Background: an optimization exercise with open tools, aiming at small area, a short achievable clock period and few clock cycles per item. Do not read the settings as production practice. Function was checked by simulation only, so behaviour that the tests miss may differ from the original. Power is estimated from default activity; no workload was simulated.

Setup of the previous run:
// newton_square_root_top
module newton_square_root_top (
   input  logic               clock,
   input  logic               reset,
   input  logic               req_valid,
   output logic               req_stall,
   input  logic signed [31:0] req_radicand,
   output logic               rsp_valid,
   input  logic               rsp_stall,
   output logic signed [31:0] rsp_root,
   output logic [6:0]         rsp_steps_taken,
   output logic               rsp_negative_input,
   input  logic               csr_write_enable,
   input  logic [31:0]        csr_write_data
);
Size: roughly 3400 cells after synthesis, roughly 310 flip-flops, about 110 I/O pins, roughly 28000 um^2 of cells after synthesis.
clock: 11.0 ns
lec_check: 0
cap_margin: 20
core_margin: 2
core_utilization: 30
setup_slack_margin: 5
slew_margin: 20
run.sh (not shown) runs the stock make flow with config.mk's settings and CLKGATE_MAP_FILE= SYNTH_SCRIPT=/design/flow/synth_recipe.tcl, a recipe that flattens the netlist after the stock synthesis.
The previous run closes out successfully: all stages finished, all timing, DRC and antenna checks passed.
Testbench counts of the previous run, summed over its fixed seeds: cycles 32,936, items 640.
Input-level comparison between the current run and the previous run:
==> flow/flow/run.sh (new file) <==
#!/bin/bash
# The standard layout, with timing repair aiming well below the clock period.
set -euo pipefail
echo "export SETUP_SLACK_MARGIN = 7.0" >> config.mk
bash standard.sh > standard.log 2>&1
==> flow/standard.sh (new file) <==
#!/bin/bash
# synth_recipe.tcl (not shown) runs the flow's synth.tcl, then flattens the netlist and writes it again
# the make line also repeats each setting of config.mk as NAME=value (left out here)
make -C /OpenROAD-flow-scripts/flow DESIGN_CONFIG=/design/flow/config.mk WORK_HOME=/design/flow/orfs CLKGATE_MAP_FILE= SYNTH_SCRIPT=/design/flow/synth_recipe.tcl "${@:-finish}"
-- flow/config.mk --
<<< the previous run, line 11
export SETUP_SLACK_MARGIN = 5
>>> the current run, line 11
<<< the previous run, line 13
>>> the current run, line 12
export SETUP_SLACK_MARGIN = 7.0
removed: flow/run.sh
Results
- Between the current run and the previous run, area growth from synthesis to layout is lower for the previous run, the current run comes in above that.
- A launching element of the worst setup path of sqm_ff[3] is what the current run shows, while state_ff[1] belongs to the previous run.
- Number of nets still failing antenna checks after routing came out exactly the same in the current run and the previous run.
- The current run ended with more power than the previous run.
- On initial antenna violation count: between the current run and the previous run, it ends up higher for the current run.
- The previous run -> the current run: die area delta 0, exact match
- The current run falls short of the previous run in final design area excluding fillers.
- Synthesized-area fraction occupied by and/or/nand/nor cells: the current run vs the previous run, no meaningful difference
- From the previous run to the current run the numbers moved as follows: sequential power moved down; relative contribution of the clock network to total power moved down; met1 demand-to-capacity share in global routing moved up.

---

Another version of the RTL of newton_square_root_top (not shown whole).
Size: about 310 flip-flops, ~110 I/O pins, ~0.028 mm^2 of cells after synthesis.
clock: 11.0 ns
lec_check: 0
cap_margin: 20
core_margin: 2
core_utilization: 30
slew_margin: 20
setup_slack_margin: 7
standard.sh (not shown) runs the stock make flow with config.mk's settings and CLKGATE_MAP_FILE= SYNTH_SCRIPT=/design/flow/synth_recipe.tcl, a recipe that flattens the netlist after the stock synthesis.
==> flow/flow/run.sh <==
#!/bin/bash
# The standard layout, with timing repair aiming well below the clock period.
set -euo pipefail
echo "export SETUP_SLACK_MARGIN = 7" >> config.mk
bash standard.sh > standard.log 2>&1
Testbench counts at the start, summed over its fixed seeds: cycles 32,568, items 640.
==> next run, changes <==
==> flow/flow/run.sh (replaced) <==
#!/bin/bash
# The standard layout, with timing repair aiming well below the clock period.
set -euo pipefail
echo "export SETUP_SLACK_MARGIN = 7.5" >> config.mk
bash standard.sh > standard.log 2>&1
- SETUP_SLACK_MARGIN: 7 -> 7.5
Outcome: The changed run ran to the end with no violations. Hold slack is worse by 4.1 ps. Non-clock buffer count climbs by 123. Clock skew is about the same. Clock-buffer cell count climbs by 2. Cell count climbs by 2.8%. Wire length climbs by 7.0%. Synthesized area is unchanged. Synthesized cell count is unchanged. Global-route usage climbs by 1.3 points.
==> next run, changes <==
==> flow/flow/run.sh (replaced) <==
#!/bin/bash
# The standard layout, with timing repair aiming well below the clock period.
set -euo pipefail
echo "export SETUP_SLACK_MARGIN = 7.0" >> config.mk
bash standard.sh > standard.log 2>&1
- CORE_UTILIZATION: 30 -> 50
- PLACE_DENSITY: not set -> 0.65
- SETUP_SLACK_MARGIN: 7.5 -> 7.0
Die area fell by 40%.
Synthesized cell count stays the same.
Combinational power fell by 12%.
Design area fell by 9.4%.
Setup slack loses 66 ps.

---

Setup of rev 12:
newton_square_root_top, a different RTL version from the one above (not shown whole).
Size: ~27,000 µm² of cells after synthesis.
Settings: LEC_CHECK=0, CAP_MARGIN=20, CORE_MARGIN=2, CORE_UTILIZATION=30, SLEW_MARGIN=20, SETUP_SLACK_MARGIN=8.0; clock period 11.0 ns.
==> flow/flow/run.sh <==
#!/bin/bash
# The standard layout, with timing repair aiming well below the clock period.
set -euo pipefail
echo "export SETUP_SLACK_MARGIN = 8.0" >> config.mk
bash standard.sh > standard.log 2>&1
Testbench counts of rev 12, summed over its fixed seeds: cycles 36,725, items 640.
The following lists how rev 13 was set up differently from rev 12:
Settings: swapping 8.0 for 7.0 in SETUP_SLACK_MARGIN.
==> flow/flow/run.sh <==
#!/bin/bash
# The standard layout, with timing repair aiming well below the clock period.
set -euo pipefail
echo "export SETUP_SLACK_MARGIN = 7.0" >> config.mk
bash standard.sh > standard.log 2>&1
### Flow results
- The total power draw of rev 13 is lower than that of rev 12.
- Per the comparison of rev 13 with rev 12, critical path buffer and inverter count up 1, flip-flop and latch share of the layout cell area now larger.
- Relative to rev 12, the global-route met1 utilization of rev 13 is lower by 0.84 points.
- Against rev 12, rev 13 comes in 0.0069 ns lower on post-layout minimum cycle time.
- Number of gates resized after CTS: rev 13 vs rev 12 down 460
- Comparing rev 13 and rev 12, the lower worst-case reg-to-reg path depth is on rev 12.
- Data arrival time at the worst-slack endpoint across rev 13 and rev 12: no real change.
- Rev 13 vs rev 12 — per-cell routed wire length dropped 1.6 µm.

---

== exp/maple ==
Another version of the RTL of newton_square_root_top (not shown whole).
For scale: ~3400 cells after synthesis, ~300 flip-flops, roughly 110 I/O pins, ~0.028 sq mm of cells after synthesis.
export LEC_CHECK = 0
export CAP_MARGIN = 20
export CORE_MARGIN = 2
export CORE_UTILIZATION = 30
export SLEW_MARGIN = 20
export SETUP_SLACK_MARGIN = 7
create_clock -name core_clock -period 11.0 [get_ports {clock}]
==> flow/flow/run.sh <==
#!/bin/bash
# The standard layout, with timing repair aiming well below the clock period.
set -euo pipefail
echo "export SETUP_SLACK_MARGIN = 7" >> config.mk
bash standard.sh > standard.log 2>&1
Testbench counts of exp/maple, summed over its fixed seeds: cycles 33,470, items 640.
For exp/delta, these inputs were changed with respect to exp/maple:
Settings: a change of SETUP_SLACK_MARGIN from 7 to 7.5.
==> flow/flow/run.sh <==
#!/bin/bash
# The standard layout, with timing repair aiming well below the clock period.
set -euo pipefail
echo "export SETUP_SLACK_MARGIN = 7.5" >> config.mk
bash standard.sh > standard.log 2>&1
--- outcome ---
Relative to exp/maple, wire length of the first global-routing pass has increased by 2.4% in exp/delta. For internal power, dividing the value from exp/maple by the value from exp/delta gives 0.911. Compared with exp/maple, in exp/delta sequential cell area share dropped 1.6 points, final area climbed 0.0027 sq mm. The setup slack at placement number comes out lower for exp/maple vs exp/delta. exp/delta vs exp/maple — critical path depth dropped 4.0%. Diff exp/maple -> exp/delta | total power | up by a little under 10%. Taking exp/maple as the reference point, the maximum clock frequency of exp/delta rises by about 0.9%.

---

run A:
Another version of the RTL of newton_square_root_top (not shown whole).
For scale: roughly 3300 cells after synthesis, ~310 flip-flops, roughly 110 I/O pins, roughly 0.027 mm2 of cells after synthesis.
Settings: LEC_CHECK=0, CAP_MARGIN=20, CORE_MARGIN=2, CORE_UTILIZATION=30, SLEW_MARGIN=20, SETUP_SLACK_MARGIN=6.5; clock period 11.0 ns.
==> flow/flow/run.sh <==
#!/bin/bash
# The standard layout, with timing repair aiming well below the clock period.
set -euo pipefail
echo "export SETUP_SLACK_MARGIN = 6.5" >> config.mk
bash standard.sh > standard.log 2>&1
Testbench counts of run A, summed over its fixed seeds: cycles 32,728, items 640.
The following lists how run B was set up differently from run A:
Settings: changing SETUP_SLACK_MARGIN from 6.5 to 7.0.
==> flow/flow/run.sh <==
#!/bin/bash
# The standard layout, with timing repair aiming well below the clock period.
set -euo pipefail
echo "export SETUP_SLACK_MARGIN = 7.0" >> config.mk
bash standard.sh > standard.log 2>&1
--- outcome ---
Looking only at global-route wire length before repair, and setting everything else aside, the higher value of run B and run A goes to run B.
| total CTS buffers | run B vs run A | 2.5% lower |
Going from run A to run B, power climbed about 5.4%, fraction of power consumed by the clock network dropped 0.7 points, amount of wire on met3 after detailed routing climbed 1300 um, routed wire length climbed about 4%.
Sequential share of layout area ends up lower on run B.
Run B has count of buffers not belonging to the clock network in the layout above what run A had.
Between run A and run B, the die height does not differ in any meaningful way.
Per the comparison of run B with run A, internal portion of total power grew by 6.4%, combinational power share grew by 2.9 points.
Changes in run C relative to run B:
Settings: CORE_UTILIZATION: 30 -> 50; PLACE_DENSITY: unset -> 0.65.
Findings:
The final layout from run C, which completed every stage, passed the timing, design-rule and antenna checks at the end of the flow. Of run C and run B, run B shows the higher shortest period the worst path allows, with run C below it. On share of power burned in the clock network: run C sits below run B. In the tables for run C and run B, chip height reads lower with run C.

---

The RTL this note starts from:
==> flow/design.v <==
package nsqrt_pkg;
   localparam logic [31:0] NEG_ONE_Q16 = 32'hFFFF_0000;
   localparam logic [31:0] TOL_RESET   = 32'h0001_0000;
endpackage
module newton_square_root_top (
   input  logic               clock,
   input  logic               reset,
   input  logic               req_valid,
   output logic               req_stall,
   input  logic signed [31:0] req_radicand,
   output logic               rsp_valid,
   input  logic               rsp_stall,
   output logic signed [31:0] rsp_root,
   output logic [6:0]         rsp_steps_taken,
   output logic               rsp_negative_input,
   input  logic               csr_write_enable,
   input  logic [31:0]        csr_write_data
);
   typedef enum logic [3:0] {
      S_IDLE, S_INIT, S_CHK0, S_UPD, S_DIV, S_CYC, S_OUT, S_OUTP
   } state_type;
   state_type   state_ff;
   logic [31:0] tol_ff;
   logic [31:0] w_ff;       
   logic [4:0]  k_ff;       
   logic [4:0]  cnt_ff;     
   logic [30:0] x_ff;
   logic [23:0] q_ff;
   logic [31:0] p_ff;       
   logic [6:0]  n_ff;
   logic        neg_ff;
   logic        pend_ff;    
   logic        big_ff;     
   logic [34:0] acc_ff;     
   logic [16:0] sqm_ff;     
   logic [33:0] sqw_ff;     
   logic        cdone_ff;   
   logic        cpass_ff, cle0_ff, czero_ff;
   always_ff @(posedge clock) begin
      if (reset) tol_ff <= nsqrt_pkg::TOL_RESET;
      else if (csr_write_enable) tol_ff <= csr_write_data;
   end
   assign req_stall          = !(state_ff == S_IDLE || state_ff == S_OUT);
   assign rsp_valid          = (state_ff == S_OUT || state_ff == S_OUTP);
   assign rsp_root           = {neg_ff, {15{neg_ff}} | x_ff[30:16], x_ff[15:0]};
   assign rsp_steps_taken    = n_ff;
   assign rsp_negative_input = neg_ff;
   logic [30:0] a;
   logic        a_ge1;
   logic [4:0]  half_bl;    
   logic [17:0] e0;
   assign a     = w_ff[30:0];
   assign a_ge1 = |a[30:16];
   assign e0    = a[17:0] - 18'h08000;
   always_comb begin
      half_bl = 5'd0;
      for (int i = 0; i < 31; i++)
         if (a[i]) half_bl = 5'((i + 2) / 2);
   end
   logic        sq_done, c_pass;
   logic [33:0] acc_mag;
   assign sq_done = (sqm_ff == 17'd0);
   assign acc_mag = acc_ff[33:0] ^ {34{acc_ff[34]}};
   assign c_pass  = {acc_mag, 1'b0} < {2'b00, tol_ff, acc_ff[34]};
   logic        div_next;   
   logic [32:0] trial;
   logic        div_last;
   assign div_next = (cnt_ff < 5'd7) ? w_ff[3'd6 - cnt_ff[2:0]] : 1'b0;
   assign trial    = {1'b0, p_ff} - {2'b00, x_ff};
   assign div_last = (cnt_ff == k_ff - 5'd1);
   logic [31:0] upd_s;
   logic [30:0] upd_d;
   logic [31:0] upd_r;
   assign upd_s = {1'b0, x_ff} + {8'd0, q_ff};
   assign upd_d = x_ff - {7'd0, q_ff};
   assign upd_r = {1'b0, p_ff[31:1]} + (upd_d[0] ? {8'd0, q_ff} : 32'd0);
   logic chk_ready, chk_pass, chk_le0;
   assign chk_ready = big_ff || cdone_ff;
   assign chk_pass  = !big_ff && cpass_ff;
   assign chk_le0   = !big_ff && cle0_ff;
   always_ff @(posedge clock) begin
      if (!sq_done) begin
         if (sqm_ff[0]) acc_ff <= acc_ff + {1'b0, sqw_ff};
         sqm_ff <= sqm_ff >> 1;
         sqw_ff <= sqw_ff << 1;
      end
      cdone_ff <= sq_done;
      cpass_ff <= c_pass;
      cle0_ff  <= acc_ff[34];
      czero_ff <= (acc_ff == 35'd0);
      if (reset) begin
         state_ff <= S_IDLE;
      end else begin
         unique case (state_ff)
            S_IDLE: begin
               w_ff <= req_radicand;
               if (req_valid) state_ff <= S_INIT;
            end
            S_INIT: begin
               n_ff     <= '0;
               neg_ff   <= w_ff[31];
               p_ff     <= '0;
               k_ff     <= 5'd8 + half_bl;
               cnt_ff   <= 5'd16 - half_bl;
               cdone_ff <= 1'b0;
               if (w_ff[31] || a == 31'd0) begin
                  x_ff     <= '0;
                  state_ff <= S_OUT;
               end else begin
                  state_ff <= S_CHK0;
                  if (a_ge1) begin
                     x_ff   <= a;
                     q_ff   <= 24'h01_0000;
                     acc_ff <= ~35'h0_4000_0000;
                     big_ff <= e0[17] || |a[30:18];
                     sqm_ff <= e0[16:0];
                     sqw_ff <= {17'd0, e0[16:0]};
                  end else begin
                     x_ff   <= 31'h0001_0000;
                     q_ff   <= {8'd0, a[15:0]};
                     acc_ff <= ~{3'd0, a[15:0], 16'd0};
                     big_ff <= 1'b0;
                     sqm_ff <= 17'd1;
                     sqw_ff <= 34'h1_0000_0000;
                  end
               end
            end
            S_CHK0: begin
               if (cnt_ff >= 5'd2) begin
                  w_ff   <= w_ff << 2;
                  cnt_ff <= cnt_ff - 5'd2;
               end else if (cnt_ff == 5'd1) begin
                  w_ff   <= w_ff << 1;
                  cnt_ff <= 5'd0;
               end
               if (chk_ready) begin
                  if (chk_pass) state_ff <= S_OUT;
                  else if (cnt_ff <= 5'd2) state_ff <= S_UPD;
               end
            end
            S_UPD: begin
               x_ff     <= upd_s[31:1];
               n_ff     <= n_ff + 7'd1;
               p_ff     <= {7'd0, w_ff[31:7]};
               q_ff     <= '0;
               cnt_ff   <= '0;
               pend_ff  <= 1'b1;
               cdone_ff <= 1'b0;
               big_ff   <= |upd_d[30:18];
               acc_ff   <= ~{3'd0, upd_r};
               sqm_ff   <= upd_d[17:1];
               sqw_ff   <= {17'd0, upd_d[17:1]};
               state_ff <= S_DIV;
            end
            S_DIV: begin
               cnt_ff <= cnt_ff + 5'd1;
               q_ff   <= {q_ff[22:0], ~trial[32]};
               if (!trial[32]) p_ff <= {trial[30:0], div_next};
               else p_ff <= {p_ff[30:0], div_next};
               if (pend_ff && chk_ready) begin
                  if (chk_pass) begin
                     state_ff <= S_OUT;
                  end else if (chk_le0) begin
                     state_ff <= S_CYC;
                     cdone_ff <= 1'b0;
                     sqm_ff   <= 17'd1;
                     sqw_ff   <= {2'b00, x_ff, 1'b1};
                  end else begin
                     pend_ff <= 1'b0;
                     if (div_last) state_ff <= S_UPD;
                  end
               end else if (!pend_ff && div_last) begin
                  state_ff <= S_UPD;
               end else if (pend_ff && div_last) begin
                  cnt_ff <= cnt_ff;
                  q_ff   <= q_ff;
                  p_ff   <= p_ff;
                  state_ff <= S_DIV;
               end
            end
            S_CYC: begin
               if (cdone_ff) begin
                  state_ff <= S_OUT;
                  n_ff     <= 7'd100;
                  if (czero_ff) begin
                     if (cpass_ff) begin
                        x_ff[0] <= 1'b1;
                        n_ff    <= n_ff + 7'd1;
                     end else begin
                        x_ff[0] <= n_ff[0];
                     end
                  end
               end
            end
            S_OUT: begin
               w_ff <= req_radicand;
               if (req_valid) state_ff <= rsp_stall ? S_OUTP : S_INIT;
               else if (!rsp_stall) state_ff <= S_IDLE;
            end
            S_OUTP: if (!rsp_stall) state_ff <= S_INIT;
            default: state_ff <= S_IDLE;
         endcase
      end
   end
endmodule
clock: 11.0 ns
lec_check: 0
cap_margin: 20
core_margin: 2
core_utilization: 30
slew_margin: 20
setup_slack_margin: 7.0
==> flow/flow/run.sh <==
#!/bin/bash
# The standard layout, with timing repair aiming well below the clock period.
set -euo pipefail
echo "export SETUP_SLACK_MARGIN = 7.0" >> config.mk
bash standard.sh > standard.log 2>&1
The starting point finished clean.
Testbench counts at the start, summed over its fixed seeds: cycles 58,277, items 640.
Edit:
==> flow/run.sh (new file) <==
#!/bin/bash
# synth_recipe.tcl (not shown) runs the flow's synth.tcl, then flattens the netlist and writes it again
# the make line also repeats each setting of config.mk as NAME=value (left out here)
make -C /OpenROAD-flow-scripts/flow DESIGN_CONFIG=/design/flow/config.mk WORK_HOME=/design/flow/orfs CLKGATE_MAP_FILE= SYNTH_SCRIPT=/design/flow/synth_recipe.tcl finish
Settings changed: SETUP_SLACK_MARGIN 7.0 to not set.
removed: flow/flow/run.sh
removed: flow/standard.sh
Effect: Via count shrinks slightly. Utilization shrinks by 1.4 points. Global-route usage shrinks by 0.39 points. Power shrinks by a few percent.

[re-timing with driven ports]
The results above use ideal ports. As a check the final layouts listed here were re-extracted and re-timed, cells and wires unchanged.
Step 1 sets driving cells, clkbuf_16 on the clock port and buf_2 on the other inputs (assumed; they add their load-dependent delay and slew).
Step 2 also shifts input and output timing later by t, the mid clock arrival at the registers, as if the neighbouring blocks saw the same clock.
Slacks: ideal ports / drivers / drivers and shift; pairs: ideal ports / drivers.
run | shift t [ns] | setup slack, ns | worst register clock-pin slew, ns
the previous run | 0.649 | 5.336 / 5.336 / 5.336 | 0.06 / 0.06
the current run | 0.672 | 6.531 / 6.532 / 6.412 | 0.07 / 0.07
the first run of note 2 | 0.635 | 7.012 / 6.945 / 6.451 | 0.07 / 0.07
the second run of note 2 | 0.627 | 7.095 / 7.032 / 6.902 | 0.07 / 0.07
the third run of note 2 | 0.639 | 7.029 / 6.965 / 6.551 | 0.07 / 0.07
rev 12 | 0.657 | 6.833 / 6.833 / 6.833 | 0.07 / 0.07
rev 13 | 0.633 | 6.839 / 6.839 / 6.472 | 0.07 / 0.07
exp/maple | 0.641 | 6.512 / 6.512 / 6.397 | 0.07 / 0.07
exp/delta | 0.639 | 6.554 / 6.554 / 6.554 | 0.06 / 0.06
run A | 0.645 | 6.537 / 6.528 / 5.937 | 0.07 / 0.07
run B | 0.630 | 6.983 / 6.945 / 6.478 | 0.07 / 0.07
run C | 0.629 | 7.028 / 6.964 / 6.545 | 0.07 / 0.07
the first run of note 6 | 0.603 | 6.974 / 6.919 / 6.517 | 0.07 / 0.07
the second run of note 6 | 0.591 | 6.071 / 6.016 / 5.833 | 0.06 / 0.06
After both steps every run listed still meets setup and hold. The setup slack of run A, which loses most, moves by -0.009 ns with the drivers and by -0.600 ns with both steps.
